Context: an optimization exercise on an open-source flow, tuned for small area, a short achievable clock period and few clock cycles per item. The choices shown serve that exercise and are no tape-out recipe.
At most, simulation tests tie the RTL to the original design; equivalence was not proved.
The RTL of runs 1 to 3 was laid out without a check of its function.
Power figures rest on the tool's default switching activity, not on a simulated workload.

**config.mk**
```make
export PLATFORM = sky130hd
export DESIGN_NAME = systolic_array_nxn
export DESIGN_NICKNAME = systolic_array_nxn
export VERILOG_FILES = /design/flow/design.v
export SDC_FILE = /design/flow/constraint.sdc
export NUM_CORES = 4
export LEC_CHECK = 0
export CAP_MARGIN = 20
export CORE_MARGIN = 2
export CORE_UTILIZATION = 40
export SLEW_MARGIN = 20
export SYNTH_HIERARCHICAL = 1
export SYNTH_MINIMUM_KEEP_SIZE = 0
```
**constraint.sdc**
```tcl
create_clock -name core_clock -period 6.0 [get_ports {clk}]
set_input_delay 1.2000 -clock core_clock [delete_from_list [all_inputs] [get_ports {clk}]]
set_output_delay 1.2000 -clock core_clock [all_outputs]
set_load 0.01 [all_outputs]
```
**design.v**
```verilog
module systolic_array_nxn #(
    parameter int unsigned N      = 4,
    parameter int unsigned DATA_W = 8,
    parameter int unsigned K_MAX  = 16,
    parameter int unsigned ACC_W  = 20,
    localparam int unsigned KW    = $clog2(K_MAX + 1)
) (
    input  logic                   clk,
    input  logic                   rst,
    input  logic                   enable,
    input  logic                   start,
    input  logic [KW-1:0]          k_len,
    input  logic                   in_valid,
    input  logic [N*DATA_W-1:0]    a_col,
    input  logic [N*DATA_W-1:0]    b_row,
    input  logic                   out_ready,
    output logic                   busy,
    output logic                   in_ready,
    output logic                   out_valid,
    output logic [N*N*ACC_W-1:0]   c_flat,
    output logic                   ovf
);
    localparam int unsigned PW = 29;    
    localparam logic [1:0] StIdle  = 2'd0;
    localparam logic [1:0] StFeed  = 2'd1;
    localparam logic [1:0] StFlush = 2'd2;
    localparam logic [1:0] StDone  = 2'd3;
    logic [1:0]        state_q, state_d;
    logic [KW-1:0]     rem_q, rem_d;
    logic              busy_q, rdy_q, out_valid_q, idle_q;
    logic [PW-1:0]     p_q   [N][N];        
    logic [ACC_W-1:0]  acc_q [N][N];
    logic accept;
    assign in_ready = rdy_q & enable;
    assign accept   = in_valid & in_ready;
    for (genvar i = 0; i < N; i++) begin : g_row
        for (genvar j = 0; j < N; j++) begin : g_col
            logic [PW-1:0]    np_d;
            logic [ACC_W-1:0] nsum;    
            prod_tree u_prod (
                .a  (a_col[i*DATA_W +: DATA_W]),
                .b  (b_row[j*DATA_W +: DATA_W]),
                .np (np_d)
            );
            always_ff @(posedge clk) p_q[i][j] <= ~(np_d | {PW{~accept}});
            acc_add u_acc (
                .acc (acc_q[i][j]),
                .p   (p_q[i][j]),
                .ns  (nsum)
            );
            always_ff @(posedge clk) acc_q[i][j] <= ~(nsum | {ACC_W{idle_q}});
        end
    end
    always_comb begin
        state_d = state_q;
        rem_d   = rem_q;
        case (state_q)
            StIdle: begin
                if (start) begin
                    rem_d   = k_len;
                    state_d = (k_len == '0) ? StDone : StFeed;
                end
            end
            StFeed: begin
                if (accept) begin
                    rem_d = rem_q - KW'(1);
                    if (rem_q == KW'(1)) state_d = StFlush;
                end
            end
            StFlush: state_d = StDone;
            StDone: begin
                if (out_ready) state_d = StIdle;
            end
            default: state_d = StIdle;
        endcase
    end
    always_ff @(posedge clk or posedge rst) begin
        if (rst) begin
            state_q     <= StIdle;
            rem_q       <= '0;
            busy_q      <= 1'b0;
            rdy_q       <= 1'b0;
            out_valid_q <= 1'b0;
            idle_q      <= 1'b1;
        end else if (enable) begin
            state_q     <= state_d;
            rem_q       <= rem_d;
            busy_q      <= (state_d != StIdle);
            rdy_q       <= (state_d == StFeed);
            out_valid_q <= (state_d == StDone);
            idle_q      <= (state_d == StIdle);
        end
    end
    always_comb begin
        for (int i = 0; i < N; i++) begin
            for (int j = 0; j < N; j++) begin
                c_flat[(i*N+j)*ACC_W +: ACC_W] = acc_q[i][j];
            end
        end
    end
    assign busy      = busy_q;
    assign out_valid = out_valid_q;
    assign ovf       = 1'b0;
endmodule
module prod_tree (
    input  logic [7:0] a,
    input  logic [7:0] b,
    output logic [28:0] np
);
    logic n4, n5, n6, n7, n8, n10, n11, n12, n13, n14, n15, n16, n17, n18, n19, n20, n21, n22, n23, n24, n25, n26, n27, n28, n29, n30, n31, n32, n33, n34, n35, n36, n37, n38, n39, n40, n41, n42, n43, n44, n45, n46, n47, n48, n49, n50, n51, n52, n53, n54, n55, n56, n57, n58, n59, n60, n61, n62, n63, n65, n66, n67, n68, n69, n70, n71, n72, n73, n74, n75, n76, n77, n78, n79, n80, n81, n82, n83, n84, n85, n86, n87, n88, n89, n90, n91, n92, n93, n94, n95, n96, n97, n98, n99, n100, n101, n102, n103, n104, n105, n106, n107, n108, n109, n110, n111, n112, n113, n114, n115, n116, n117, n118, n119, n120, n121, n122, n123, n124;
    assign np[0] = ~(a[0] & b[0]);
    assign np[1] = ~(a[0] & b[1]);
    assign np[3] = ~(a[0] & b[2]);
    assign n4 = ~(a[0] & b[3]);
    assign n5 = ~(a[0] & b[4]);
    assign n6 = ~(a[0] & b[5]);
    assign n7 = ~(a[0] & b[6]);
    assign n8 = ~(a[0] & b[7]);
    assign np[2] = ~(a[1] & b[0]);
    assign n10 = ~(a[1] & b[1]);
    assign n11 = ~(a[1] & b[2]);
    assign n12 = ~(a[1] & b[3]);
    assign n13 = ~(a[1] & b[4]);
    assign n14 = ~(a[1] & b[5]);
    assign n15 = ~(a[1] & b[6]);
    assign n16 = ~(a[1] & b[7]);
    assign n17 = ~(a[2] & b[0]);
    assign n18 = ~(a[2] & b[1]);
    assign n19 = ~(a[2] & b[2]);
    assign n20 = ~(a[2] & b[3]);
    assign n21 = ~(a[2] & b[4]);
    assign n22 = ~(a[2] & b[5]);
    assign n23 = ~(a[2] & b[6]);
    assign n24 = ~(a[2] & b[7]);
    assign n25 = ~(a[3] & b[0]);
    assign n26 = ~(a[3] & b[1]);
    assign n27 = ~(a[3] & b[2]);
    assign n28 = ~(a[3] & b[3]);
    assign n29 = ~(a[3] & b[4]);
    assign n30 = ~(a[3] & b[5]);
    assign n31 = ~(a[3] & b[6]);
    assign n32 = ~(a[3] & b[7]);
    assign n33 = ~(a[4] & b[0]);
    assign n34 = ~(a[4] & b[1]);
    assign n35 = ~(a[4] & b[2]);
    assign n36 = ~(a[4] & b[3]);
    assign n37 = ~(a[4] & b[4]);
    assign n38 = ~(a[4] & b[5]);
    assign n39 = ~(a[4] & b[6]);
    assign n40 = ~(a[4] & b[7]);
    assign n41 = ~(a[5] & b[0]);
    assign n42 = ~(a[5] & b[1]);
    assign n43 = ~(a[5] & b[2]);
    assign n44 = ~(a[5] & b[3]);
    assign n45 = ~(a[5] & b[4]);
    assign n46 = ~(a[5] & b[5]);
    assign n47 = ~(a[5] & b[6]);
    assign n48 = ~(a[5] & b[7]);
    assign n49 = ~(a[6] & b[0]);
    assign n50 = ~(a[6] & b[1]);
    assign n51 = ~(a[6] & b[2]);
    assign n52 = ~(a[6] & b[3]);
    assign n53 = ~(a[6] & b[4]);
    assign n54 = ~(a[6] & b[5]);
    assign n55 = ~(a[6] & b[6]);
    assign n56 = ~(a[6] & b[7]);
    assign n57 = ~(a[7] & b[0]);
    assign n58 = ~(a[7] & b[1]);
    assign n59 = ~(a[7] & b[2]);
    assign n60 = ~(a[7] & b[3]);
    assign n61 = ~(a[7] & b[4]);
    assign n62 = ~(a[7] & b[5]);
    assign n63 = ~(a[7] & b[6]);
    assign np[27] = ~(a[7] & b[7]);
    assign n65 = ~(n14 ^ n21);
    assign n66 = n14 | n21;
    fa u68 (.x(n15), .y(n22), .z(n29), .s(n67), .co(n68));
    assign n69 = ~(n36 ^ n43);
    assign n70 = n36 | n43;
    fa u72 (.x(n16), .y(n23), .z(n30), .s(n71), .co(n72));
    assign n73 = ~(n37 ^ n44);
    assign n74 = n37 | n44;
    fa u76 (.x(n24), .y(n31), .z(n38), .s(n75), .co(n76));
    assign n77 = ~(n12 ^ n19);
    assign n78 = n12 | n19;
    fa u80 (.x(n13), .y(n20), .z(n27), .s(n79), .co(n80));
    assign n81 = ~(n34 ^ n41);
    assign n82 = n34 | n41;
    fa u84 (.x(n28), .y(n35), .z(n42), .s(n83), .co(n84));
    fa u86 (.x(n49), .y(n7), .z(n65), .s(n85), .co(n86));
    fa u88 (.x(n50), .y(n57), .z(n8), .s(n87), .co(n88));
    fa u90 (.x(n66), .y(n69), .z(n67), .s(n89), .co(n90));
    fa u92 (.x(n51), .y(n58), .z(n70), .s(n91), .co(n92));
    fa u94 (.x(n73), .y(n68), .z(n71), .s(n93), .co(n94));
    fa u96 (.x(n45), .y(n52), .z(n59), .s(n95), .co(n96));
    fa u98 (.x(n74), .y(n72), .z(n75), .s(n97), .co(n98));
    fa u100 (.x(n32), .y(n39), .z(n46), .s(n99), .co(n100));
    fa u102 (.x(n53), .y(n60), .z(n76), .s(n101), .co(n102));
    fa u104 (.x(n40), .y(n47), .z(n54), .s(n103), .co(n104));
    assign n105 = ~(n11 ^ n18);
    assign n106 = n11 | n18;
    fa u108 (.x(n26), .y(n33), .z(n5), .s(n107), .co(n108));
    fa u110 (.x(n6), .y(n78), .z(n81), .s(n109), .co(n110));
    fa u112 (.x(n82), .y(n80), .z(n83), .s(n111), .co(n112));
    fa u114 (.x(n84), .y(n87), .z(n86), .s(n113), .co(n114));
    fa u116 (.x(n88), .y(n91), .z(n90), .s(n115), .co(n116));
    fa u118 (.x(n95), .y(n92), .z(n94), .s(n117), .co(n118));
    fa u120 (.x(n96), .y(n99), .z(n101), .s(n119), .co(n120));
    fa u122 (.x(n61), .y(n100), .z(n103), .s(n121), .co(n122));
    fa u124 (.x(n48), .y(n55), .z(n62), .s(n123), .co(n124));
    assign np[4] = ~(n10 ^ n17);
    assign np[5] = n10 | n17;
    fa u128 (.x(n25), .y(n4), .z(n105), .s(np[6]), .co(np[7]));
    fa u130 (.x(n106), .y(n77), .z(n107), .s(np[8]), .co(np[9]));
    fa u132 (.x(n108), .y(n79), .z(n109), .s(np[10]), .co(np[11]));
    fa u134 (.x(n110), .y(n85), .z(n111), .s(np[12]), .co(np[13]));
    fa u136 (.x(n112), .y(n89), .z(n113), .s(np[14]), .co(np[15]));
    fa u138 (.x(n93), .y(n114), .z(n115), .s(np[16]), .co(np[17]));
    fa u140 (.x(n97), .y(n116), .z(n117), .s(np[18]), .co(np[19]));
    fa u142 (.x(n98), .y(n118), .z(n119), .s(np[20]), .co(np[21]));
    fa u144 (.x(n102), .y(n121), .z(n120), .s(np[22]), .co(np[24]));
    fa u146 (.x(n104), .y(n123), .z(n122), .s(np[23]), .co(np[26]));
    fa u148 (.x(n56), .y(n63), .z(n124), .s(np[25]), .co(np[28]));
endmodule
module acc_add (
    input  logic [19:0] acc,
    input  logic [28:0] p,
    output logic [19:0] ns
);
    logic n1, n2, n3, n4, n5, n6, n7, n8, n9, n10, n11, n12, n13, n14, n15, n16, n17, n18, n19, n20, n21, n22, n23, n24, n25, n26, n27, n28, n29, n30, n31, n32, n33, n34, n35, n36, n37, n38, n39, n40, n41, n42, n43, n44, n45, n46, n47, n48, n49, n50, n51, n52, n53, n54, n55, n56, n57, n58, n59, n60, n61, n62, n63, n64, n65, n66, n67, n68, n69, n70, n71, n72, n73, n74, n75, n76, n77, n78, n79, n80, n81, n82, n83, n84, n85, n86, n87, n88, n89, n90, n91, n92, n93, n94, n95, n96, n97, n98, n99, n100, n101, n102, n103, n104, n105, n106, n107, n108, n109, n110, n111, n112, n113, n114, n115, n116, n117, n118, n119, n120, n121, n122, n123, n124, n125, n126, n127, n128, n129, n130, n131, n132, n133, n134, n135, n136, n137, n138, n139, n140, n141, n142, n143, n144, n145, n146, n147, n148, n149, n150, n151, n152, n153, n154, n155, n156, n157, n158, n159, n160, n161, n162, n163, n164, n165, n166, n167, n168, n169, n170, n171, n172, n173, n174, n175, n176, n177, n178, n179, n180, n181, n182, n183, n184, n185, n186, n187, n188, n189, n190, n191, n192, n193, n194, n195, n196, n197, n198, n199, n200, n201, n202, n203, n204, n205, n206;
    assign n1 = acc[1] ^ p[1];
    assign n2 = acc[1] & p[1];
    fa u4 (.x(acc[2]), .y(p[3]), .z(p[4]), .s(n3), .co(n4));
    fa u6 (.x(acc[3]), .y(p[5]), .z(p[6]), .s(n5), .co(n6));
    fa u8 (.x(acc[4]), .y(p[7]), .z(p[8]), .s(n7), .co(n8));
    fa u10 (.x(acc[5]), .y(p[10]), .z(p[9]), .s(n9), .co(n10));
    fa u12 (.x(acc[6]), .y(p[11]), .z(p[12]), .s(n11), .co(n12));
    fa u14 (.x(acc[7]), .y(p[13]), .z(p[14]), .s(n13), .co(n14));
    fa u16 (.x(acc[8]), .y(p[15]), .z(p[16]), .s(n15), .co(n16));
    fa u18 (.x(acc[9]), .y(p[17]), .z(p[18]), .s(n17), .co(n18));
    fa u20 (.x(acc[10]), .y(p[19]), .z(p[20]), .s(n19), .co(n20));
    fa u22 (.x(acc[11]), .y(p[21]), .z(p[22]), .s(n21), .co(n22));
    fa u24 (.x(acc[12]), .y(p[23]), .z(p[24]), .s(n23), .co(n24));
    fa u26 (.x(acc[13]), .y(p[25]), .z(p[26]), .s(n25), .co(n26));
    fa u28 (.x(acc[14]), .y(p[27]), .z(p[28]), .s(n27), .co(n28));
    assign n29 = acc[0] & p[0];
    assign n30 = acc[0] ^ p[0];
    assign n31 = p[2] & n1;
    assign n32 = p[2] ^ n1;
    assign n33 = n2 & n3;
    assign n34 = n2 ^ n3;
    assign n35 = n4 & n5;
    assign n36 = n4 ^ n5;
    assign n37 = n6 & n7;
    assign n38 = n6 ^ n7;
    assign n39 = n8 & n9;
    assign n40 = n8 ^ n9;
    assign n41 = n10 & n11;
    assign n42 = n10 ^ n11;
    assign n43 = n12 & n13;
    assign n44 = n12 ^ n13;
    assign n45 = n14 & n15;
    assign n46 = n14 ^ n15;
    assign n47 = n16 & n17;
    assign n48 = n16 ^ n17;
    assign n49 = n18 & n19;
    assign n50 = n18 ^ n19;
    assign n51 = n20 & n21;
    assign n52 = n20 ^ n21;
    assign n53 = n22 & n23;
    assign n54 = n22 ^ n23;
    assign n55 = n24 & n25;
    assign n56 = n24 ^ n25;
    assign n57 = n26 & n27;
    assign n58 = n26 ^ n27;
    assign n59 = acc[15] & n28;
    assign n60 = acc[15] ^ n28;
    assign n61 = acc[16] & 1'b0;
    assign n62 = acc[16] ^ 1'b0;
    assign n63 = acc[17] & 1'b0;
    assign n64 = acc[17] ^ 1'b0;
    assign n65 = acc[18] & 1'b0;
    assign n66 = acc[18] ^ 1'b0;
    assign n67 = acc[19] & 1'b0;
    assign n68 = acc[19] ^ 1'b0;
    assign n69 = n31 | (n32 & n29);
    assign n70 = n32 & n30;
    assign n71 = n33 | (n34 & n31);
    assign n72 = n34 & n32;
    assign n73 = n35 | (n36 & n33);
    assign n74 = n36 & n34;
    assign n75 = n37 | (n38 & n35);
    assign n76 = n38 & n36;
    assign n77 = n39 | (n40 & n37);
    assign n78 = n40 & n38;
    assign n79 = n41 | (n42 & n39);
    assign n80 = n42 & n40;
    assign n81 = n43 | (n44 & n41);
    assign n82 = n44 & n42;
    assign n83 = n45 | (n46 & n43);
    assign n84 = n46 & n44;
    assign n85 = n47 | (n48 & n45);
    assign n86 = n48 & n46;
    assign n87 = n49 | (n50 & n47);
    assign n88 = n50 & n48;
    assign n89 = n51 | (n52 & n49);
    assign n90 = n52 & n50;
    assign n91 = n53 | (n54 & n51);
    assign n92 = n54 & n52;
    assign n93 = n55 | (n56 & n53);
    assign n94 = n56 & n54;
    assign n95 = n57 | (n58 & n55);
    assign n96 = n58 & n56;
    assign n97 = n59 | (n60 & n57);
    assign n98 = n60 & n58;
    assign n99 = n61 | (n62 & n59);
    assign n100 = n62 & n60;
    assign n101 = n63 | (n64 & n61);
    assign n102 = n64 & n62;
    assign n103 = n65 | (n66 & n63);
    assign n104 = n66 & n64;
    assign n105 = n67 | (n68 & n65);
    assign n106 = n68 & n66;
    assign n107 = n71 | (n72 & n29);
    assign n108 = n72 & n30;
    assign n109 = n73 | (n74 & n69);
    assign n110 = n74 & n70;
    assign n111 = n75 | (n76 & n71);
    assign n112 = n76 & n72;
    assign n113 = n77 | (n78 & n73);
    assign n114 = n78 & n74;
    assign n115 = n79 | (n80 & n75);
    assign n116 = n80 & n76;
    assign n117 = n81 | (n82 & n77);
    assign n118 = n82 & n78;
    assign n119 = n83 | (n84 & n79);
    assign n120 = n84 & n80;
    assign n121 = n85 | (n86 & n81);
    assign n122 = n86 & n82;
    assign n123 = n87 | (n88 & n83);
    assign n124 = n88 & n84;
    assign n125 = n89 | (n90 & n85);
    assign n126 = n90 & n86;
    assign n127 = n91 | (n92 & n87);
    assign n128 = n92 & n88;
    assign n129 = n93 | (n94 & n89);
    assign n130 = n94 & n90;
    assign n131 = n95 | (n96 & n91);
    assign n132 = n96 & n92;
    assign n133 = n97 | (n98 & n93);
    assign n134 = n98 & n94;
    assign n135 = n99 | (n100 & n95);
    assign n136 = n100 & n96;
    assign n137 = n101 | (n102 & n97);
    assign n138 = n102 & n98;
    assign n139 = n103 | (n104 & n99);
    assign n140 = n104 & n100;
    assign n141 = n105 | (n106 & n101);
    assign n142 = n106 & n102;
    assign n143 = n111 | (n112 & n29);
    assign n144 = n112 & n30;
    assign n145 = n113 | (n114 & n69);
    assign n146 = n114 & n70;
    assign n147 = n115 | (n116 & n107);
    assign n148 = n116 & n108;
    assign n149 = n117 | (n118 & n109);
    assign n150 = n118 & n110;
    assign n151 = n119 | (n120 & n111);
    assign n152 = n120 & n112;
    assign n153 = n121 | (n122 & n113);
    assign n154 = n122 & n114;
    assign n155 = n123 | (n124 & n115);
    assign n156 = n124 & n116;
    assign n157 = n125 | (n126 & n117);
    assign n158 = n126 & n118;
    assign n159 = n127 | (n128 & n119);
    assign n160 = n128 & n120;
    assign n161 = n129 | (n130 & n121);
    assign n162 = n130 & n122;
    assign n163 = n131 | (n132 & n123);
    assign n164 = n132 & n124;
    assign n165 = n133 | (n134 & n125);
    assign n166 = n134 & n126;
    assign n167 = n135 | (n136 & n127);
    assign n168 = n136 & n128;
    assign n169 = n137 | (n138 & n129);
    assign n170 = n138 & n130;
    assign n171 = n139 | (n140 & n131);
    assign n172 = n140 & n132;
    assign n173 = n141 | (n142 & n133);
    assign n174 = n142 & n134;
    assign n175 = n151 | (n152 & n29);
    assign n176 = n152 & n30;
    assign n177 = n153 | (n154 & n69);
    assign n178 = n154 & n70;
    assign n179 = n155 | (n156 & n107);
    assign n180 = n156 & n108;
    assign n181 = n157 | (n158 & n109);
    assign n182 = n158 & n110;
    assign n183 = n159 | (n160 & n143);
    assign n184 = n160 & n144;
    assign n185 = n161 | (n162 & n145);
    assign n186 = n162 & n146;
    assign n187 = n163 | (n164 & n147);
    assign n188 = n164 & n148;
    assign n189 = n165 | (n166 & n149);
    assign n190 = n166 & n150;
    assign n191 = n167 | (n168 & n151);
    assign n192 = n168 & n152;
    assign n193 = n169 | (n170 & n153);
    assign n194 = n170 & n154;
    assign n195 = n171 | (n172 & n155);
    assign n196 = n172 & n156;
    assign n197 = n173 | (n174 & n157);
    assign n198 = n174 & n158;
    assign n199 = n191 | (n192 & n29);
    assign n200 = n192 & n30;
    assign n201 = n193 | (n194 & n69);
    assign n202 = n194 & n70;
    assign n203 = n195 | (n196 & n107);
    assign n204 = n196 & n108;
    assign n205 = n197 | (n198 & n109);
    assign n206 = n198 & n110;
    assign ns[0] = ~n30;
    assign ns[1] = ~(n32 ^ n29);
    assign ns[2] = ~(n34 ^ n69);
    assign ns[3] = ~(n36 ^ n107);
    assign ns[4] = ~(n38 ^ n109);
    assign ns[5] = ~(n40 ^ n143);
    assign ns[6] = ~(n42 ^ n145);
    assign ns[7] = ~(n44 ^ n147);
    assign ns[8] = ~(n46 ^ n149);
    assign ns[9] = ~(n48 ^ n175);
    assign ns[10] = ~(n50 ^ n177);
    assign ns[11] = ~(n52 ^ n179);
    assign ns[12] = ~(n54 ^ n181);
    assign ns[13] = ~(n56 ^ n183);
    assign ns[14] = ~(n58 ^ n185);
    assign ns[15] = ~(n60 ^ n187);
    assign ns[16] = ~(n62 ^ n189);
    assign ns[17] = ~(n64 ^ n199);
    assign ns[18] = ~(n66 ^ n201);
    assign ns[19] = ~(n68 ^ n203);
endmodule
module fa (
    input  logic x,
    input  logic y,
    input  logic z,
    output logic s,
    output logic co
);
    assign s  = x ^ y ^ z;
    assign co = (x & y) | (x & z) | (y & z);
endmodule
```
**flow/run.sh**
```bash
#!/bin/bash
# The standard layout (standard.sh), except for the port buffers: every input
# port gets a sky130_fd_sc_hd__buf_4 (inputs fan out to many gates) and every
# output port a sky130_fd_sc_hd__buf_1 (outputs drive only the 0.01 pF load),
# instead of the one cell ORFS picks for all ports. flow/ports.tcl does the
# buffering just before global placement, where ORFS would do it.
set -euo pipefail
here=$(pwd)
bash standard.sh DONT_BUFFER_PORTS=1 "PRE_GLOBAL_PLACE_TCL=$here/flow/ports.tcl" finish > standard_flow.log 2>&1
```
**flow/ports.tcl**
```tcl
# Buffer every port (run by ORFS before global placement, DONT_BUFFER_PORTS=1).
puts "Perform port buffering (inputs buf_4, outputs buf_1)..."
buffer_ports -inputs -buffer_cell sky130_fd_sc_hd__buf_4
buffer_ports -outputs -buffer_cell sky130_fd_sc_hd__buf_1
```
**standard.sh**
```bash
#!/bin/bash
# synth_recipe.tcl (not shown) runs the flow's synth.tcl, then flattens the netlist and writes it again
# the make line also repeats each setting of config.mk as NAME=value (left out here)
make -C /OpenROAD-flow-scripts/flow DESIGN_CONFIG=/design/flow/config.mk WORK_HOME=/design/flow/orfs CLKGATE_MAP_FILE= SYNTH_SCRIPT=/design/flow/synth_recipe.tcl "${@:-finish}"
```
==> out/qor.txt, run 1 <==
status -> no timing/DRC/antenna violations
area leader, netlist -> dfxtp_1
ANT cells -> 0
number of buffers created by CTS -> 100
Fin Setup TNS -> 0 ns
Worst-Margin Slew -> 1.01 ns
Critical Path RT -> 6.59 ns
Avg Cell Area, Syn -> 9.24 µm²
CP max FO -> 7
GP Congestion -> 0.905
via count -> 46000
Global Route Usage Sum -> 0.224
Worst path max stage delay -> 0.62 ns
post-route ant nets -> 0
Detailed Place HPWL -> 124000 µm
Tmin final -> 3.03 ns
first-pass GRT wire length -> 270000 µm
ys flop type -> dfxtp_1
initial core utilization -> 0.402
IO Pins -> 399
Area Growth Syn to Fin -> 8.14%
post-synthesis sequential element count -> 795
clock network latency to the later pin of the worst-skew pair -> 0.73 ns
Power Density -> 309 nW/µm²
Startpoint Class -> flip-flop
EDFF count, synth -> 0
fin area -> 65100 µm²
post-DR wirelength/cell -> 20.3 µm
unrepaired setup endpoints after global routing -> no
Int Pwr -> 12.7 mW
DIE WIDTH -> 392 µm
Netlist cell types -> 63
Sequential Power Share -> 0.375
Pwr Total -> 20.1 mW
post-route insts no fill -> 8445
Worst Path Buf+Inv -> 0
pin count of the biggest net entering global routing -> 188
DRC errors left -> 0
net switching power of the design -> 7.42 mW
dpl cells -> 8255
CP Depth -> 8
HP Class -> input port to async pin
worst setup margin -> 2.97 ns
GRT Residual Overflow -> 0
Setup Fix Bufs, Post-CTS -> 0
Max VDD drop -> 0.240 mV
Post-synth top cells -> nand2_1 (1094), nor2_1 (983), dfxtp_1 (784), fa_1 (784), ha_1 (386)
Hold Fails Final Rpt -> 0
Cells after Synth -> 6514
layout cells sized above 1 -> 0.0450
total wire length -> 172000 µm
max_slew headroom -> 0.324
drt pass-1 iters -> 5
Worst-path clk slew -> 0.06 ns
Clk pwr share -> 0.336
Critical Path AT -> 3.62 ns
Synth warnings -> 11
MaxCap Viol Count -> 0
maximum clock rate -> 0.330 GHz
cts repair resizes -> 0
Rows -> 142
dpl cell area -> 61400 µm²
critical path class -> flip-flop to flip-flop
switch share -> 0.369
Starting DRT DRC Count -> 2714
initial antenna violation count -> 2
root buffer cell -> clkbuf_16
Core Area -> 150000 µm²
final slew viol count -> 0
Comb pwr share -> 0.289
hold-fix buffers at CTS -> 0
Post-Syn Area -> 60200 µm²
crit share post-route -> 0.505
Worst Reg2Reg Path Length in Cells -> 8
Die Area -> 154000 µm²
post-synthesis sequential area ratio -> 0.265
synth top area cells -> dfxtp_1 (26%), fa_1 (26%), ha_1 (8.0%), nand2_1 (6.8%), nor2_1 (6.1%)
final setup violation count -> 0
CP Capture Type -> flip-flop
asr flop ratio synth -> 0.0138
Placement Setup Slack -> 2.51 ns
most used cell, CP -> a2111oi_2
count leader, synth -> nand2_1
DR vias/cell -> 5.45
die height -> 392 µm
slowest stage cell, crit path -> dfxtp_1
utilization after layout -> 0.435
nets -> 7586
H-tree depth -> 3
family with the most delay on the worst path -> compound AO/OA/AOI/OAI gates
cells along the critical path -> fa_1 > ha_1 > a2111oi_2 > o21ai_2 > a41oi_2 > nor4_1 > a2111oi_2 > nor2_1
vias in the first global route -> 46800
worst hold slack -> 0.375 ns
Syn Nets -> 7759
CTS Buffer Depth -> 3
Num Clock Sinks -> 795
Clock Skew -> 0.0286 ns
Yosys top cell area share -> 0.261
Lkg Pwr -> 27.4 nW
TritonCTS clock tree -> built
Port Buf Inserts -> 372
[modules after synthesis (local to each module, per instance)]
module	times used	flip-flops and latches
fa	768	0
prod_tree	16	0
acc_add	16	0
systolic_array_nxn	1	795
[flip-flops by register name (all words and copies together) (netlist names)]
signal,cells
state_q,2
rdy_q,1
busy_q,1
p_q,464
acc_q,320
idle_q,1
rem_q,5
out_valid_q,1
[layout by cell type (no fill, tap or decap), types with 17 or more instances in the layout]
cell type	netlist	layout
nand2_1	1094	1093
nor2_1	983	983
fa_1	784	784
dfxtp_1	784	784
ha_1	386	386
inv_1	310	310
and2_1	288	288
a21oi_1	276	276
o21ai_0	168	168
clkbuf_16	0	101
xnor2_1	96	96
a21o_1	96	96
xor2_1	96	96
o211ai_1	96	96
nand3_1	66	66
a211oi_1	48	48
a221oi_1	48	48
and3_1	48	48
o21a_1	48	48
nor4_1	34	34
a31oi_1	33	33
or3_1	33	33
nand4_1	33	33
a2111oi_2	32	32
bufinv_16	0	20
clkinv_2	0	19
o21ai_2	18	18
nor3_1	18	18
a41oi_2	17	17
nand2b_1	17	17
[layer usage]
layer / track usage / up-vias / part of all wire
met4: 0.0648 / 0 / 0.028
met2: 0.365 / 1246 / 0.46
li1: - / 21400 / -
met3: 0.0751 / 239 / 0.090
met1: 0.282 / 23100 / 0.42
met5: 0 / - / 0
[power by group through the flow]
stage | Sequential, mW | Clock (mW) | Combinational (mW)
after floorplan | 6.98 | 0 | 4.73
after global placement | 7.70 | 0 | 5.65
after detailed placement | 7.70 | 0 | 5.76
after CTS | 7.59 | 6.93 | 5.82
after global routing | 7.68 | 7.14 | 6.68
final | 7.54 | 6.75 | 5.80
[kinds of logic (layout without fill, tap and decap cells)]
logic type               after synthesis  count (layout)  synth area share
AO/OA/AOI/OAI                       1079            1079             0.128
flip-flops                           795             795             0.265
XOR/XNOR                             192             192            0.0279
AND/OR/NAND/NOR                     2666            2666             0.191
other                                  1               1         0.0000623
multiplexers                          16              16           0.00266
buffers and inverters                595             510            0.0434
adder cells (fa/ha/maj)             1170            1170             0.341
[final timing paths]
check	start	endpoint	slack [ns]
setup / recovery	acc_q[8][6]$_DFF_P_	acc_q[8][19]$_DFF_P_	2.97
hold / removal	rst	rem_q[0]$_DFFE_PP0P_	0.38
setup reg to reg	acc_q[8][6]$_DFF_P_	acc_q[8][19]$_DFF_P_	2.97
hold reg to reg	rem_q[1]$_DFFE_PP0P_	rem_q[1]$_DFFE_PP0P_	0.52
max in group asynchronous	rst	idle_q$_DFFE_PP1P_	5.29
min in group core_clock	rem_q[1]$_DFFE_PP0P_	rem_q[1]$_DFFE_PP0P_	0.52
[layout make-up]
class                           count  area [µm²]
Timing Repair Buffer                9         105
Clock inverter                     61         916
Sequential cell                   795       16000
Clock buffer                      129        2790
Fill cell                       14700       84500
Tap cell                         2016        2520
Multi-Input combinational cell   5124       41600
Inverter                          311        1170
==> run 2: changes to the inputs <==
==> run.sh (new file) <==
#!/bin/bash
# synth_recipe.tcl (not shown) runs the flow's synth.tcl, then flattens the netlist and writes it again
# the make line also repeats each setting of config.mk as NAME=value (left out here)
make -C /OpenROAD-flow-scripts/flow DESIGN_CONFIG=/design/flow/config.mk WORK_HOME=/design/flow/orfs CLKGATE_MAP_FILE= SYNTH_SCRIPT=/design/flow/synth_recipe.tcl finish
removed: flow/run.sh
removed: flow/ports.tcl
removed: standard.sh
==> out/qor.txt, run 2 <==
status -> no timing/DRC/antenna violations
DR vias/cell -> 5.39
DIE WIDTH -> 392 µm
asr flop ratio synth -> 0.0138
Fin Setup TNS -> 0 ns
post-synthesis sequential element count -> 795
Avg Cell Area, Syn -> 9.24 µm²
Die Area -> 154000 µm²
count leader, synth -> nand2_1
EDFF count, synth -> 0
Cells after Synth -> 6514
Starting DRT DRC Count -> 3010
post-DR wirelength/cell -> 19.7 µm
post-synthesis sequential area ratio -> 0.265
largest family of logic cells by synthesized area -> adder cells
final slew viol count -> 0
critical path class -> input port to flip-flop
via count -> 48000
Largest regs -> p_q x464, acc_q x320, rem_q x5
Clock Skew -> 0.0286 ns
Post-synth top cells -> nand2_1 (1094), nor2_1 (983), dfxtp_1 (784), fa_1 (784), ha_1 (386)
Synth warnings -> 11
Worst-path clk slew -> 0.06 ns
Yosys top cell area share -> 0.261
utilization after layout -> 0.463
clock network latency to the later pin of the worst-skew pair -> 0.72 ns
dpl cell area -> 65800 µm²
Post-Synth Adder-Cell Area -> 0.341
area leader, netlist -> dfxtp_1
largest register by flop count -> p_q
H-tree depth -> 3
GRT Residual Overflow -> 0
Port Buf Inserts -> 397
Synth Area in Simple Gates -> 0.191
HP Class -> flip-flop to flip-flop
CTS Buffer Depth -> 3
Clk pwr share -> 0.305
Setup Fix Bufs, Post-CTS -> 0
Detailed Place HPWL -> 129000 µm
xor/xnor share of the synthesized area -> 0.0279
unrepaired setup endpoints after global routing -> no
commonest non-fill, non-tap cell in the layout -> nand2_1
Startpoint Class -> input port
maximum clock rate -> 0.235 GHz
first-pass GRT wire length -> 278000 µm
die height -> 392 µm
most frequent cells in the layout -> nand2_1 (1093), nor2_1 (983), fa_1 (784), dfxtp_1 (784), ha_1 (386)
dpl cells -> 8724
Core Area -> 150000 µm²
Synth Area in Compound Gates -> 0.128
initial antenna violation count -> 12
Rows -> 142
Pwr Total -> 21.3 mW
Post-Syn Area -> 60200 µm²
layout cells sized above 1 -> 0.0559
Global Route Usage Sum -> 0.230
Tmin final -> 4.25 ns
pin count of the biggest net entering global routing -> 127
Sequential Power Share -> 0.327
synth top area cells -> dfxtp_1 (26%), fa_1 (26%), ha_1 (8.0%), nand2_1 (6.8%), nor2_1 (6.1%)
switch share -> 0.365
TritonCTS clock tree -> built
Critical Path AT -> 4.84 ns
DRC errors left -> 0
Int Pwr -> 13.6 mW
worst hold slack -> 0.501 ns
post-route insts no fill -> 8905
Lkg Pwr -> 29.1 nW
Power Density -> 308 nW/µm²
flip-flop count of the largest register after layout -> 464
net switching power of the design -> 7.78 mW
Max VDD drop -> 0.208 mV
number of buffers created by CTS -> 99
multiplexer share of the synthesized area -> 0.00266
ys flop type -> dfxtp_1
Num Clock Sinks -> 795
GP Congestion -> 0.911
root buffer cell -> clkbuf_16
drt pass-1 iters -> 5
CP Capture Type -> flip-flop
CP max FO -> 20
cts repair resizes -> 0
Worst-Margin Slew -> 1.12 ns
worst setup margin -> 1.75 ns
Placement Setup Slack -> 1.04 ns
Critical Path RT -> 6.59 ns
total wire length -> 175000 µm
Area Growth Syn to Fin -> 15.1%
Hold Fails Final Rpt -> 0
MaxCap Viol Count -> 0
IO Pins -> 399
Comb pwr share -> 0.367
nets -> 8054
post-route ant nets -> 0
fin area -> 69300 µm²
Netlist cell types -> 63
vias in the first global route -> 48600
hold-fix buffers at CTS -> 0
crit share post-route -> 0.708
Syn Nets -> 7759
final setup violation count -> 0
max_slew headroom -> 0.252
initial core utilization -> 0.402
run 2: cell count changes in the layout (fill, tap and decap cells not counted), moves of 3 or more:
cell,before,now
diode_2,0,3
clkdlybuf4s50_1,0,362
buf_2,0,35
clkinvlp_4,7,2
clkinv_1,3,0
clkbuf_8,16,19
bufinv_16,20,16
buf_4,6,76
run 2: final cells by class:
class | count | area, µm²
fillers | 14500 | 80300
multi-input cells | 5124 | 41600
flip-flops and latches | 795 | 16000
repair buffers | 478 | 4470
clock buffers | 135 | 2870
well taps | 2016 | 2520
inverters | 311 | 1170
clock inverters | 43 | 677
diodes | 3 | 7.51
run 2: power by group through the flow:
stage	Combinational [mW]	Clock, mW	Sequential [mW]
after floorplan	4.73	0	6.98
after global placement	7.72	0	7.12
after detailed placement	7.84	0	7.11
after CTS	7.90	6.70	7.01
after global routing	8.83	6.89	7.08
final	7.84	6.51	6.99
run 2: per-layer routing:
metal  part of all wire  global-route usage
met1               0.44               0.313
met2               0.46               0.375
met3              0.067              0.0438
met4              0.027              0.0619
met5            0.00040                   0
run 2: worst paths after layout:
path / start / endpoint / slack (ns) / depth (start not counted)
max in group asynchronous: rst / idle_q$_DFFE_PP1P_ / 4.85 / 2
worst min register to register: busy_q$_DFFE_PP0P_ / busy_q$_DFFE_PP0P_ / 0.50 / 1
worst max register to register: p_q[3][7]$_DFF_P_ / acc_q[3][12]$_DFF_P_ / 3.22 / 8
min in group asynchronous: rst / rem_q[3]$_DFFE_PP0P_ / 0.80 / 2
worst max-delay path: a_col[25] / p_q[14][16]$_DFF_P_ / 1.75 / 8
worst min-delay path: busy_q$_DFFE_PP0P_ / busy_q$_DFFE_PP0P_ / 0.50 / 1
run 2: cells by family after synthesis:
group | after synthesis
AOI/OAI and AO/OA | 1079
xor gates and xnor gates | 192
adders and majority gates | 1170
buffers and inverters | 595
DFF | 795
muxes | 16
other | 1
and+or+nand+nor | 2666
run 2: Yosys stat by module (local to each module, per instance):
module | copies in the design | cells inside | flops+latches | area [µm²]
acc_add | 16 | 160 | 0 | 1120
systolic_array_nxn | 1 | 1730 | 795 | 19800
fa | 768 | 1 | 0 | 20.0
prod_tree | 16 | 91 | 0 | 445
run 2: worst max-delay path, cell delays in order:
cell             delay, ns
clkdlybuf4s50_1       1.21
buf_4                 0.29
nand2_1               0.08
fa_1                  0.50
fa_1                  0.45
fa_1                  0.53
fa_1                  0.53
nor2_1                0.04
==> run 3: changes to the inputs <==
==> flow/run.sh (new file) <==
#!/bin/bash
# The standard layout (standard.sh), except for the port buffers: every port
# is buffered with sky130_fd_sc_hd__buf_1 (outputs drive only the 0.01 pF
# load) instead of the cell ORFS picks, and flow/ports.tcl then makes the
# input ports' buffers sky130_fd_sc_hd__buf_4 (inputs fan out to many gates).
set -euo pipefail
here=$(pwd)
bash standard.sh "BUFFER_PORTS_ARGS=-buffer_cell sky130_fd_sc_hd__buf_1" "PRE_RESIZE_TCL=$here/flow/ports.tcl" finish > standard_flow.log 2>&1
==> flow/ports.tcl (new file) <==
# Run by ORFS just before the resize step (PRE_RESIZE_TCL): the ports were
# buffered with sky130_fd_sc_hd__buf_1 (BUFFER_PORTS_ARGS); each input port's
# buffer drives many gates, so make those sky130_fd_sc_hd__buf_4.
set n 0
set block [ord::get_db_block]
foreach bt [$block getBTerms] {
  if {[$bt getIoType] != "INPUT"} { continue }
  set net [$bt getNet]
  if {$net eq "NULL"} { continue }
  foreach it [$net getITerms] {
    set inst [$it getInst]
    if {[[$inst getMaster] getName] eq "sky130_fd_sc_hd__buf_1"} {
      replace_cell [$inst getName] sky130_fd_sc_hd__buf_4
      incr n
    }
  }
}
puts "Upsized $n input port buffers to sky130_fd_sc_hd__buf_4"
==> standard.sh (new file) <==
#!/bin/bash
# synth_recipe.tcl (not shown) runs the flow's synth.tcl, then flattens the netlist and writes it again
# the make line also repeats each setting of config.mk as NAME=value (left out here)
make -C /OpenROAD-flow-scripts/flow DESIGN_CONFIG=/design/flow/config.mk WORK_HOME=/design/flow/orfs CLKGATE_MAP_FILE= SYNTH_SCRIPT=/design/flow/synth_recipe.tcl "${@:-finish}"
removed: run.sh
==> out/qor.txt, run 3 <==
count leader, synth -> nand2_1
first-pass GRT wire length -> 277000 µm
initial core utilization -> 0.402
CP Capture Type -> flip-flop
Synth Area in Simple Gates -> 0.191
Register Area -> 16000 µm²
Post-Synth Adder-Cell Area -> 0.341
Starting DRT DRC Count -> 3313
Hold Fails Final Rpt -> 0
Max VDD drop -> 0.283 mV
Core Area -> 150000 µm²
layout cells sized above 1 -> 0.0594
post-synthesis sequential element count -> 795
Worst-Margin Slew -> 1.17 ns
utilization after layout -> 0.448
max_slew headroom -> 0.221
post-synthesis sequential area ratio -> 0.265
Clock Skew -> 0.0366 ns
Worst R2R Start -> acc_q[8][13]$_DFF_P_
vias in the first global route -> 48300
asr flop ratio synth -> 0.0138
final slew viol count -> 0
Tmin final -> 3.67 ns
drt pass-1 iters -> 6
largest register by flop count -> p_q
Setup Fix Bufs, Post-CTS -> 0
Reg-to-Reg End -> acc_q[8][18]$_DFF_P_
Lkg Pwr -> 28.2 nW
dpl cells -> 8702
MaxCap Viol Count -> 0
Area Growth Syn to Fin -> 11.2%
Worst Path Buf+Inv -> 1
Die Area -> 154000 µm²
TritonCTS clock tree -> built
Multi-input gate area -> 41600 µm²
DIE WIDTH -> 392 µm
post-route insts no fill -> 8885
CTS Buffer Depth -> 3
xor/xnor share of the synthesized area -> 0.0279
Synth Area in Compound Gates -> 0.128
Critical Path AT -> 4.23 ns
final setup violation count -> 0
EDFF count, synth -> 0
post-DR wirelength/cell -> 19.7 µm
critical path class -> input port to flip-flop
Netlist cell types -> 63
most frequent cells in the layout -> nand2_1 (1093), nor2_1 (983), fa_1 (784), dfxtp_1 (784), ha_1 (386)
CP max FO -> 29
Global Route Usage Sum -> 0.229
Post-synth top cells -> nand2_1 (1094), nor2_1 (983), dfxtp_1 (784), fa_1 (784), ha_1 (386)
DRC errors left -> 0
Synth warnings -> 11
Startpoint Class -> input port
Worst-path clk slew -> 0.06 ns
ys flop type -> dfxtp_1
area leader, netlist -> dfxtp_1
hold-fix buffers at CTS -> 0
Rows -> 142
GP Congestion -> 0.902
Worst Setup SP -> b_row[5]
number of buffers created by CTS -> 97
nets -> 8030
status -> no timing/DRC/antenna violations
reg2reg setup slack -> 3.08 ns
filler cell count -> 14700
IO Pins -> 399
cells along the critical path -> clkbuf_2 > nand2_1 > fa_1 > fa_1 > fa_1 > fa_1 > nor2_1
clock network latency to the later pin of the worst-skew pair -> 0.73 ns
family with the most delay on the worst path -> adder cells
crit share post-route -> 0.611
most used cell, CP -> fa_1
cts repair resizes -> 0
Yosys top cell area share -> 0.261
GRT Residual Overflow -> 0
multiplexer share of the synthesized area -> 0.00266
flip-flop count of the largest register after layout -> 464
synth top area cells -> dfxtp_1 (26%), fa_1 (26%), ha_1 (8.0%), nand2_1 (6.8%), nor2_1 (6.1%)
dpl cell area -> 63400 µm²
DR vias/cell -> 5.40
fin area -> 67000 µm²
Post-Syn Area -> 60200 µm²
pin count of the biggest net entering global routing -> 177
post-route ant nets -> 0
HP Class -> input port to async pin
unrepaired setup endpoints after global routing -> no
root buffer cell -> clkbuf_16
Cells after Synth -> 6514
Pwr Total -> 20.5 mW
largest family of logic cells by synthesized area -> adder cells
Critical Path RT -> 6.57 ns
Fin Setup TNS -> 0 ns
Largest regs -> p_q x464, acc_q x320, rem_q x5
die height -> 392 µm
total wire length -> 175000 µm
H-tree depth -> 3
Avg Cell Area, Syn -> 9.24 µm²
slowest stage cell, crit path -> clkbuf_2
initial antenna violation count -> 9
Num Clock Sinks -> 795
via count -> 48000
maximum clock rate -> 0.273 GHz
Port Buf Inserts -> 397
Syn Nets -> 7759
Worst Reg2Reg Path Length in Cells -> 7
Worst path max stage delay -> 0.73 ns
Detailed Place HPWL -> 129000 µm
Power Density -> 306 nW/µm²
commonest non-fill, non-tap cell in the layout -> nand2_1
==> run 3: cell types whose count changed in the layout (fill, tap and decap cells not counted), moves of 2 or more <==
cell / change
clkdlybuf4s50_1: -362
buf_1: +323
clkbuf_2: +50
buf_2: -35
clkinv_2: +5
clkbuf_16: -4
buf_4: +3
clkbuf_1: -2
clkbuf_8: +2
clkinv_16: +2
diode_2: -2
==> run 3: where the power goes <==
group / switching (mW) / leakage (nW) / internal, mW / total [mW]
Clock: 2.53 / 1.74 / 3.92 / 6.45
Sequential: 0.927 / 6.51 / 6.07 / 7.00
Combinational: 4.36 / 20.0 / 2.70 / 7.06
==> run 3: per-module statistics from Yosys (local to each module, per instance) <==
module              area [µm²]  cells inside  times used  flops+latches
fa                        20.0             1         768              0
acc_add                   1120           160          16              0
systolic_array_nxn       19800          1730           1            795
prod_tree                  445            91          16              0
==> run 3: worst max-delay path by stage <==
stage	endpoint	slack (ns)	cells past startpoint
floorplan	p_q[14][20]$_DFF_P_	2.51	7
global placement	p_q[0][16]$_DFF_P_	1.65	7
detailed placement	p_q[0][16]$_DFF_P_	1.60	7
CTS	p_q[0][16]$_DFF_P_	2.38	7
global route	p_q[0][16]$_DFF_P_	2.21	7
finish	p_q[0][16]$_DFF_P_	2.33	7
==> run 3: final cells by class <==
| class | instances | area share |
|---|---|---|
| Antenna cell | 1 | 0.0000374 |
| Clock buffer | 131 | 0.0416 |
| Clock inverter | 51 | 0.0112 |
| Inverter | 311 | 0.0174 |
| Multi-Input combinational cell | 5124 | 0.622 |
| Sequential cell | 795 | 0.239 |
| Tap cell | 2016 | 0.0377 |
| Timing Repair Buffer | 456 | 0.0319 |
==> run 3: metrics by stage <==
stage                     setup slack [ns]  hold WS, ns
after detailed placement              1.60        0.491
after floorplan                       2.51        0.473
after global routing                  2.21        0.475
after CTS                             2.38        0.438
final                                 2.33        0.482
after global placement                1.65        0.487
==> run 3: logic make-up after synthesis <==
kind of cell,after synthesis
simple gates,2666
fa+ha+maj,1170
mux,16
compound gates,1079
buf+inv,595
xor+xnor,192
other cells,1
flops,795
==> run 3: per-layer routing <==
layer | share of wire | up-vias | global-route usage
li1 | - | 22300 | -
met1 | 0.45 | 24000 | 0.317
met2 | 0.45 | 1451 | 0.366
met3 | 0.071 | 251 | 0.0451
met4 | 0.026 | 6 | 0.0611
met5 | 0.00024 | - | 0
==> run 4: changes to the inputs <==
--- a/design.v
+++ b/design.v
@@ -227,7 +227,7 @@
     input  logic [28:0] p,
     output logic [19:0] ns
 );
-    logic n1, n2, n3, n4, n5, n6, n7, n8, n9, n10, n11, n12, n13, n14, n15, n16, n17, n18, n19, n20, n21, n22, n23, n24, n25, n26, n27, n28, n29, n30, n31, n32, n33, n34, n35, n36, n37, n38, n39, n40, n41, n42, n43, n44, n45, n46, n47, n48, n49, n50, n51, n52, n53, n54, n55, n56, n57, n58, n59, n60, n61, n62, n63, n64, n65, n66, n67, n68, n69, n70, n71, n72, n73, n74, n75, n76, n77, n78, n79, n80, n81, n82, n83, n84, n85, n86, n87, n88, n89, n90, n91, n92, n93, n94, n95, n96, n97, n98, n99, n100, n101, n102, n103, n104, n105, n106, n107, n108, n109, n110, n111, n112, n113, n114, n115, n116, n117, n118, n119, n120, n121, n122, n123, n124, n125, n126, n127, n128, n129, n130, n131, n132, n133, n134, n135, n136, n137, n138, n139, n140, n141, n142, n143, n144, n145, n146, n147, n148, n149, n150, n151, n152, n153, n154, n155, n156, n157, n158, n159, n160, n161, n162, n163, n164, n165, n166, n167, n168, n169, n170, n171, n172, n173, n174, n175, n176, n177, n178, n179, n180, n181, n182, n183, n184, n185, n186, n187, n188, n189, n190, n191, n192, n193, n194, n195, n196, n197, n198, n199, n200, n201, n202, n203, n204, n205, n206;
+    logic n1, n2, n3, n4, n5, n6, n7, n8, n9, n10, n11, n12, n13, n14, n15, n16, n17, n18, n19, n20, n21, n22, n23, n24, n25, n26, n27, n28, n29, n30, n31, n32, n33, n34, n35, n36, n37, n38, n39, n40, n41, n42, n43, n44, n45, n46, n47, n48, n49, n50, n51, n52, n53, n54, n55, n56, n57, n58, n59, n60, n61, n62, n63, n64, n65, n66, n67, n68, n69, n70, n71, n72, n73, n74, n75, n76, n77, n78, n79, n80, n81, n82, n83, n84, n85, n86, n87, n88, n89, n90, n91, n92, n93, n94, n95, n96, n97, n98, n99, n100, n101, n102, n103, n104, n105, n106, n107, n108, n109, n110, n111, n112, n113, n114, n115, n116, n117, n118, n119, n120, n121, n122, n123, n124, n125, n126, n127, n128, n129, n130, n131, n132, n133, n134;
     assign n1 = acc[1] ^ p[1];
     assign n2 = acc[1] & p[1];
     fa u4 (.x(acc[2]), .y(p[3]), .z(p[4]), .s(n3), .co(n4));
@@ -285,162 +285,90 @@
     assign n68 = acc[19] ^ 1'b0;
     assign n69 = n31 | (n32 & n29);
     assign n70 = n32 & n30;
-    assign n71 = n33 | (n34 & n31);
-    assign n72 = n34 & n32;
-    assign n73 = n35 | (n36 & n33);
-    assign n74 = n36 & n34;
-    assign n75 = n37 | (n38 & n35);
-    assign n76 = n38 & n36;
-    assign n77 = n39 | (n40 & n37);
-    assign n78 = n40 & n38;
-    assign n79 = n41 | (n42 & n39);
-    assign n80 = n42 & n40;
-    assign n81 = n43 | (n44 & n41);
-    assign n82 = n44 & n42;
-    assign n83 = n45 | (n46 & n43);
-    assign n84 = n46 & n44;
-    assign n85 = n47 | (n48 & n45);
-    assign n86 = n48 & n46;
-    assign n87 = n49 | (n50 & n47);
-    assign n88 = n50 & n48;
-    assign n89 = n51 | (n52 & n49);
-    assign n90 = n52 & n50;
-    assign n91 = n53 | (n54 & n51);
-    assign n92 = n54 & n52;
-    assign n93 = n55 | (n56 & n53);
-    assign n94 = n56 & n54;
-    assign n95 = n57 | (n58 & n55);
-    assign n96 = n58 & n56;
-    assign n97 = n59 | (n60 & n57);
-    assign n98 = n60 & n58;
-    assign n99 = n61 | (n62 & n59);
-    assign n100 = n62 & n60;
-    assign n101 = n63 | (n64 & n61);
-    assign n102 = n64 & n62;
-    assign n103 = n65 | (n66 & n63);
-    assign n104 = n66 & n64;
-    assign n105 = n67 | (n68 & n65);
-    assign n106 = n68 & n66;
-    assign n107 = n71 | (n72 & n29);
-    assign n108 = n72 & n30;
-    assign n109 = n73 | (n74 & n69);
-    assign n110 = n74 & n70;
-    assign n111 = n75 | (n76 & n71);
-    assign n112 = n76 & n72;
-    assign n113 = n77 | (n78 & n73);
-    assign n114 = n78 & n74;
-    assign n115 = n79 | (n80 & n75);
-    assign n116 = n80 & n76;
-    assign n117 = n81 | (n82 & n77);
-    assign n118 = n82 & n78;
-    assign n119 = n83 | (n84 & n79);
-    assign n120 = n84 & n80;
-    assign n121 = n85 | (n86 & n81);
-    assign n122 = n86 & n82;
-    assign n123 = n87 | (n88 & n83);
-    assign n124 = n88 & n84;
-    assign n125 = n89 | (n90 & n85);
-    assign n126 = n90 & n86;
-    assign n127 = n91 | (n92 & n87);
-    assign n128 = n92 & n88;
-    assign n129 = n93 | (n94 & n89);
-    assign n130 = n94 & n90;
-    assign n131 = n95 | (n96 & n91);
-    assign n132 = n96 & n92;
-    assign n133 = n97 | (n98 & n93);
-    assign n134 = n98 & n94;
-    assign n135 = n99 | (n100 & n95);
-    assign n136 = n100 & n96;
-    assign n137 = n101 | (n102 & n97);
-    assign n138 = n102 & n98;
-    assign n139 = n103 | (n104 & n99);
-    assign n140 = n104 & n100;
-    assign n141 = n105 | (n106 & n101);
-    assign n142 = n106 & n102;
-    assign n143 = n111 | (n112 & n29);
-    assign n144 = n112 & n30;
-    assign n145 = n113 | (n114 & n69);
-    assign n146 = n114 & n70;
-    assign n147 = n115 | (n116 & n107);
-    assign n148 = n116 & n108;
-    assign n149 = n117 | (n118 & n109);
-    assign n150 = n118 & n110;
-    assign n151 = n119 | (n120 & n111);
-    assign n152 = n120 & n112;
-    assign n153 = n121 | (n122 & n113);
-    assign n154 = n122 & n114;
-    assign n155 = n123 | (n124 & n115);
-    assign n156 = n124 & n116;
-    assign n157 = n125 | (n126 & n117);
-    assign n158 = n126 & n118;
-    assign n159 = n127 | (n128 & n119);
-    assign n160 = n128 & n120;
-    assign n161 = n129 | (n130 & n121);
-    assign n162 = n130 & n122;
-    assign n163 = n131 | (n132 & n123);
-    assign n164 = n132 & n124;
-    assign n165 = n133 | (n134 & n125);
-    assign n166 = n134 & n126;
-    assign n167 = n135 | (n136 & n127);
-    assign n168 = n136 & n128;
-    assign n169 = n137 | (n138 & n129);
-    assign n170 = n138 & n130;
-    assign n171 = n139 | (n140 & n131);
-    assign n172 = n140 & n132;
-    assign n173 = n141 | (n142 & n133);
-    assign n174 = n142 & n134;
-    assign n175 = n151 | (n152 & n29);
-    assign n176 = n152 & n30;
-    assign n177 = n153 | (n154 & n69);
-    assign n178 = n154 & n70;
-    assign n179 = n155 | (n156 & n107);
-    assign n180 = n156 & n108;
-    assign n181 = n157 | (n158 & n109);
-    assign n182 = n158 & n110;
-    assign n183 = n159 | (n160 & n143);
-    assign n184 = n160 & n144;
-    assign n185 = n161 | (n162 & n145);
-    assign n186 = n162 & n146;
-    assign n187 = n163 | (n164 & n147);
-    assign n188 = n164 & n148;
-    assign n189 = n165 | (n166 & n149);
-    assign n190 = n166 & n150;
-    assign n191 = n167 | (n168 & n151);
-    assign n192 = n168 & n152;
-    assign n193 = n169 | (n170 & n153);
-    assign n194 = n170 & n154;
-    assign n195 = n171 | (n172 & n155);
-    assign n196 = n172 & n156;
-    assign n197 = n173 | (n174 & n157);
-    assign n198 = n174 & n158;
-    assign n199 = n191 | (n192 & n29);
-    assign n200 = n192 & n30;
-    assign n201 = n193 | (n194 & n69);
-    assign n202 = n194 & n70;
-    assign n203 = n195 | (n196 & n107);
-    assign n204 = n196 & n108;
-    assign n205 = n197 | (n198 & n109);
-    assign n206 = n198 & n110;
+    assign n71 = n35 | (n36 & n33);
+    assign n72 = n36 & n34;
+    assign n73 = n39 | (n40 & n37);
+    assign n74 = n40 & n38;
+    assign n75 = n43 | (n44 & n41);
+    assign n76 = n44 & n42;
+    assign n77 = n47 | (n48 & n45);
+    assign n78 = n48 & n46;
+    assign n79 = n51 | (n52 & n49);
+    assign n80 = n52 & n50;
+    assign n81 = n55 | (n56 & n53);
+    assign n82 = n56 & n54;
+    assign n83 = n59 | (n60 & n57);
+    assign n84 = n60 & n58;
+    assign n85 = n63 | (n64 & n61);
+    assign n86 = n64 & n62;
+    assign n87 = n67 | (n68 & n65);
+    assign n88 = n68 & n66;
+    assign n89 = n71 | (n72 & n69);
+    assign n90 = n72 & n70;
+    assign n91 = n75 | (n76 & n73);
+    assign n92 = n76 & n74;
+    assign n93 = n79 | (n80 & n77);
+    assign n94 = n80 & n78;
+    assign n95 = n83 | (n84 & n81);
+    assign n96 = n84 & n82;
+    assign n97 = n87 | (n88 & n85);
+    assign n98 = n88 & n86;
+    assign n99 = n91 | (n92 & n89);
+    assign n100 = n92 & n90;
+    assign n101 = n95 | (n96 & n93);
+    assign n102 = n96 & n94;
+    assign n103 = n101 | (n102 & n99);
+    assign n104 = n102 & n100;
+    assign n105 = n93 | (n94 & n99);
+    assign n106 = n94 & n100;
+    assign n107 = n97 | (n98 & n103);
+    assign n108 = n98 & n104;
+    assign n109 = n73 | (n74 & n89);
+    assign n110 = n74 & n90;
+    assign n111 = n77 | (n78 & n99);
+    assign n112 = n78 & n100;
+    assign n113 = n81 | (n82 & n105);
+    assign n114 = n82 & n106;
+    assign n115 = n85 | (n86 & n103);
+    assign n116 = n86 & n104;
+    assign n117 = n33 | (n34 & n69);
+    assign n118 = n34 & n70;
+    assign n119 = n37 | (n38 & n89);
+    assign n120 = n38 & n90;
+    assign n121 = n41 | (n42 & n109);
+    assign n122 = n42 & n110;
+    assign n123 = n45 | (n46 & n99);
+    assign n124 = n46 & n100;
+    assign n125 = n49 | (n50 & n111);
+    assign n126 = n50 & n112;
+    assign n127 = n53 | (n54 & n105);
+    assign n128 = n54 & n106;
+    assign n129 = n57 | (n58 & n113);
+    assign n130 = n58 & n114;
+    assign n131 = n61 | (n62 & n103);
+    assign n132 = n62 & n104;
+    assign n133 = n65 | (n66 & n115);
+    assign n134 = n66 & n116;
     assign ns[0] = ~n30;
     assign ns[1] = ~(n32 ^ n29);
     assign ns[2] = ~(n34 ^ n69);
-    assign ns[3] = ~(n36 ^ n107);
-    assign ns[4] = ~(n38 ^ n109);
-    assign ns[5] = ~(n40 ^ n143);
-    assign ns[6] = ~(n42 ^ n145);
-    assign ns[7] = ~(n44 ^ n147);
-    assign ns[8] = ~(n46 ^ n149);
-    assign ns[9] = ~(n48 ^ n175);
-    assign ns[10] = ~(n50 ^ n177);
-    assign ns[11] = ~(n52 ^ n179);
-    assign ns[12] = ~(n54 ^ n181);
-    assign ns[13] = ~(n56 ^ n183);
-    assign ns[14] = ~(n58 ^ n185);
-    assign ns[15] = ~(n60 ^ n187);
-    assign ns[16] = ~(n62 ^ n189);
-    assign ns[17] = ~(n64 ^ n199);
-    assign ns[18] = ~(n66 ^ n201);
-    assign ns[19] = ~(n68 ^ n203);
+    assign ns[3] = ~(n36 ^ n117);
+    assign ns[4] = ~(n38 ^ n89);
+    assign ns[5] = ~(n40 ^ n119);
+    assign ns[6] = ~(n42 ^ n109);
+    assign ns[7] = ~(n44 ^ n121);
+    assign ns[8] = ~(n46 ^ n99);
+    assign ns[9] = ~(n48 ^ n123);
+    assign ns[10] = ~(n50 ^ n111);
+    assign ns[11] = ~(n52 ^ n125);
+    assign ns[12] = ~(n54 ^ n105);
+    assign ns[13] = ~(n56 ^ n127);
+    assign ns[14] = ~(n58 ^ n113);
+    assign ns[15] = ~(n60 ^ n129);
+    assign ns[16] = ~(n62 ^ n103);
+    assign ns[17] = ~(n64 ^ n131);
+    assign ns[18] = ~(n66 ^ n115);
+    assign ns[19] = ~(n68 ^ n133);
 endmodule
 module fa (
     input  logic x,
==> out/qor.txt, run 4 <==
CP max FO -> 28
worst hold slack -> 0.508 ns
critical path class -> input port to flip-flop
Starting DRT DRC Count -> 1773
crit share post-route -> 0.625
asr flop ratio synth -> 0.0138
Syn Nets -> 6735
Port Buf Inserts -> 397
Tmin final -> 3.75 ns
Cells after Synth -> 5362
grt peak-use layer -> met2
max_slew headroom -> 0.251
cells along the critical path -> clkbuf_2 > nand2_1 > fa_1 > fa_1 > fa_1 > fa_1 > nor2_1
Startpoint Class -> input port
GRT met1 Usage -> 0.284
via count -> 37100
commonest non-fill, non-tap cell in the layout -> nand2_1
Critical Path RT -> 6.55 ns
root buffer cell -> clkbuf_16
maximum clock rate -> 0.267 GHz
Post-synth top cells -> nand2_1 (918), fa_1 (896), nor2_1 (839)
GP Congestion -> 0.818
Post-Syn Area -> 54100 µm²
Rows -> 134
Netlist cell types -> 46
DRC errors left -> 0
Area Growth Syn to Fin -> 12.6%
Setup Fix Bufs, Post-CTS -> 0
Critical Path AT -> 4.30 ns
most frequent cells in the layout -> nand2_1 (917), fa_1 (896), nor2_1 (839), dfxtp_1 (784), inv_1 (486)
initial antenna violation count -> 7
TritonCTS clock tree -> built
Max VDD drop -> 0.232 mV
initial core utilization -> 0.404
family with the most delay on the worst path -> adder cells
Worst-path clk slew -> 0.06 ns
CTS Buffer Depth -> 3
MaxCap Viol Count -> 0
nets -> 7118
H-tree depth -> 3
Fin Setup TNS -> 0 ns
die height -> 372 µm
Clock Skew -> 0.0204 ns
post-synthesis sequential area ratio -> 0.295
post-route ant nets -> 0
layout cells sized above 1 -> 0.0687
Core Area -> 134000 µm²
Detailed Place HPWL -> 105000 µm
first-pass GRT wire length -> 227000 µm
reg2reg setup slack -> 2.85 ns
met2 Use GR -> 0.344
slowest stage cell, crit path -> clkbuf_2
drt pass-1 iters -> 6
final setup violation count -> 0
Worst-Margin Slew -> 1.12 ns
Power Density -> 309 nW/µm²
total wire length -> 142000 µm
Largest regs -> p_q x464, acc_q x320, rem_q x5
count leader, synth -> nand2_1
hold-fix buffers at CTS -> 0
HP Class -> input port to async pin
pin count of the biggest net entering global routing -> 144
GRT Residual Overflow -> 0
Worst Path Buf+Inv -> 1
post-synthesis sequential element count -> 795
DIE WIDTH -> 372 µm
final slew viol count -> 0
Num Clock Sinks -> 795
Synth warnings -> 11
largest register by flop count -> p_q
vias in the first global route -> 39700
flip-flop count of the largest register after layout -> 464
synth top area cells -> fa_1 (33%), dfxtp_1 (29%), ha_1 (9.3%), nand2_1 (6.4%), nor2_1 (5.8%)
clock network latency to the later pin of the worst-skew pair -> 0.70 ns
ys flop type -> dfxtp_1
met3 Track Usage GR -> 0.0616
status -> no timing/DRC/antenna violations
Lkg Pwr -> 26.2 nW
Worst R2R Start -> acc_q[7][5]$_DFF_P_
Yosys top cell area share -> 0.331
unrepaired setup endpoints after global routing -> no
Avg Cell Area, Syn -> 10.1 µm²
number of buffers created by CTS -> 98
most used cell, CP -> fa_1
Die Area -> 138000 µm²
CP Capture Type -> flip-flop
Worst path max stage delay -> 0.81 ns
area leader, netlist -> fa_1
EDFF count, synth -> 0
cts repair resizes -> 0
Worst Reg2Reg Path Length in Cells -> 9
post-DR wirelength/cell -> 18.8 µm
IO Pins -> 399
Reg-to-Reg End -> acc_q[7][19]$_DFF_P_
Hold Fails Final Rpt -> 0
Global Route Usage Sum -> 0.214
DR vias/cell -> 4.89
==> run 4: per-module statistics from Yosys (local to each module, per instance) <==
module / flip-flops and latches / copies in the design / cells inside / area, µm²
acc_add: 0 / 16 / 88 / 738
fa: 0 / 768 / 1 / 20.0
prod_tree: 0 / 16 / 91 / 445
systolic_array_nxn: 795 / 1 / 1730 / 19800
==> run 4: worst register-to-register path: cells and delay by family (launching register included) <==
family                   cells  cell delay, ns
AO/OA/AOI/OAI                4            1.30
XOR/XNOR                     1            0.12
adder cells (fa/ha/maj)      3            1.12
flip-flops                   1            0.45
AND/OR/NAND/NOR              1            0.05
==> run 4: final cells by class <==
| cell class | count | area, µm² |
|---|---|---|
| Clock buffer | 141 | 2900 |
| Clock inverter | 39 | 447 |
| Tap cell | 1768 | 2210 |
| Sequential cell | 795 | 16000 |
| Fill cell | 12800 | 73000 |
| Multi-Input combinational cell | 3892 | 35300 |
| Antenna cell | 5 | 12.5 |
| Timing Repair Buffer | 471 | 2270 |
| Inverter | 487 | 1830 |
==> run 4: metrics by stage <==
stage / instance area [µm²] / power [mW] / instances / util / setup WS, ns
after CTS: 60900 / 19.2 / 7593 / 0.455 / 2.30
final: 60900 / 18.8 / 7598 / 0.455 / 2.25
after global routing: 60900 / 20.3 / 7593 / 0.455 / 2.17
after floorplan: 54100 / 10.8 / 5362 / - / 2.51
after detailed placement: 57600 / 12.9 / 7413 / 0.430 / 1.54
after global placement: 57500 / 12.7 / 7413 / 0.429 / 1.53
==> run 4: cell families (layout without fill, tap and decap cells) <==
kind of cell,count (synthesis),after routing,synth area share
AND/OR/NAND/NOR,2074,2074,0.158
adder cells (fa/ha/maj),1298,1298,0.424
flip-flops,795,795,0.295
buffers and inverters,675,1138,0.0527
AO/OA/AOI/OAI,375,375,0.0463
XOR/XNOR,144,144,0.0233
other,1,6,0.0000693
==> run 4: power breakdown <==
part           total (mW)  internal, mW  leakage [nW]  switching [mW]
registers            6.75          6.05          6.50           0.697
clock network        6.13          3.69          1.65            2.44
logic                5.95          2.37          18.0            3.58
total                18.8          12.1          26.2            6.72
==> run 4: metal layers <==
| layer | vias to the layer above | routed length, µm |
|---|---|---|
| li1 | 17300 | - |
| met1 | 18700 | 62100 |
| met2 | 963 | 65000 |
| met3 | 189 | 12000 |
| met4 | 6 | 3300 |
| met5 | - | 36 |
==> run 4: worst max path at each step <==
stage               startpoint                  end  cells after the start
finish               b_row[14]  p_q[13][18]$_DFF_P_                      7
global route         b_row[22]   p_q[6][18]$_DFF_P_                      8
CTS                  b_row[13]   p_q[1][20]$_DFF_P_                      8
detailed placement   b_row[13]   p_q[1][20]$_DFF_P_                      8
global placement     b_row[13]   p_q[1][20]$_DFF_P_                      8
floorplan            a_col[27]  p_q[14][20]$_DFF_P_                      7
Testbench counts of run 4, summed over its fixed seeds: cycles 44,891, jobs 3,200.

[afterwards: timing with drivers on the ports]
The results above use ideal ports. As a check the final layouts listed here were re-extracted and re-timed, cells and wires unchanged. Step 1: set_driving_cell puts a clkbuf_16 on clk and a buf_2 on each other input, an assumption about the parent block. Step 2 times the ports against the registers' clock, not the clock port: input delays grow and output delays shrink by t, the midpoint of the rising clock arrivals with the driver on. Three values: ideal ports, drivers, drivers and shift; two values: the first two.
| run | t (ns) | slack for setup (ns) | slew at the worst register clock pin (ns) |
|---|---|---|---|
| run 1 | 0.806 | 2.970 / 2.500 / 1.694 | 0.07 / 0.07 |
| run 2 | 0.788 | 1.750 / 1.809 / 1.020 | 0.06 / 0.06 |
| run 3 | 0.786 | 2.334 / 2.387 / 1.601 | 0.07 / 0.07 |
| run 4 | 0.760 | 2.249 / 2.278 / 1.518 | 0.06 / 0.06 |
After both steps setup and hold are still met in every run listed. For run 1, which loses most, drivers alone change the setup slack by -0.470 ns; drivers and shift together by -1.276 ns.
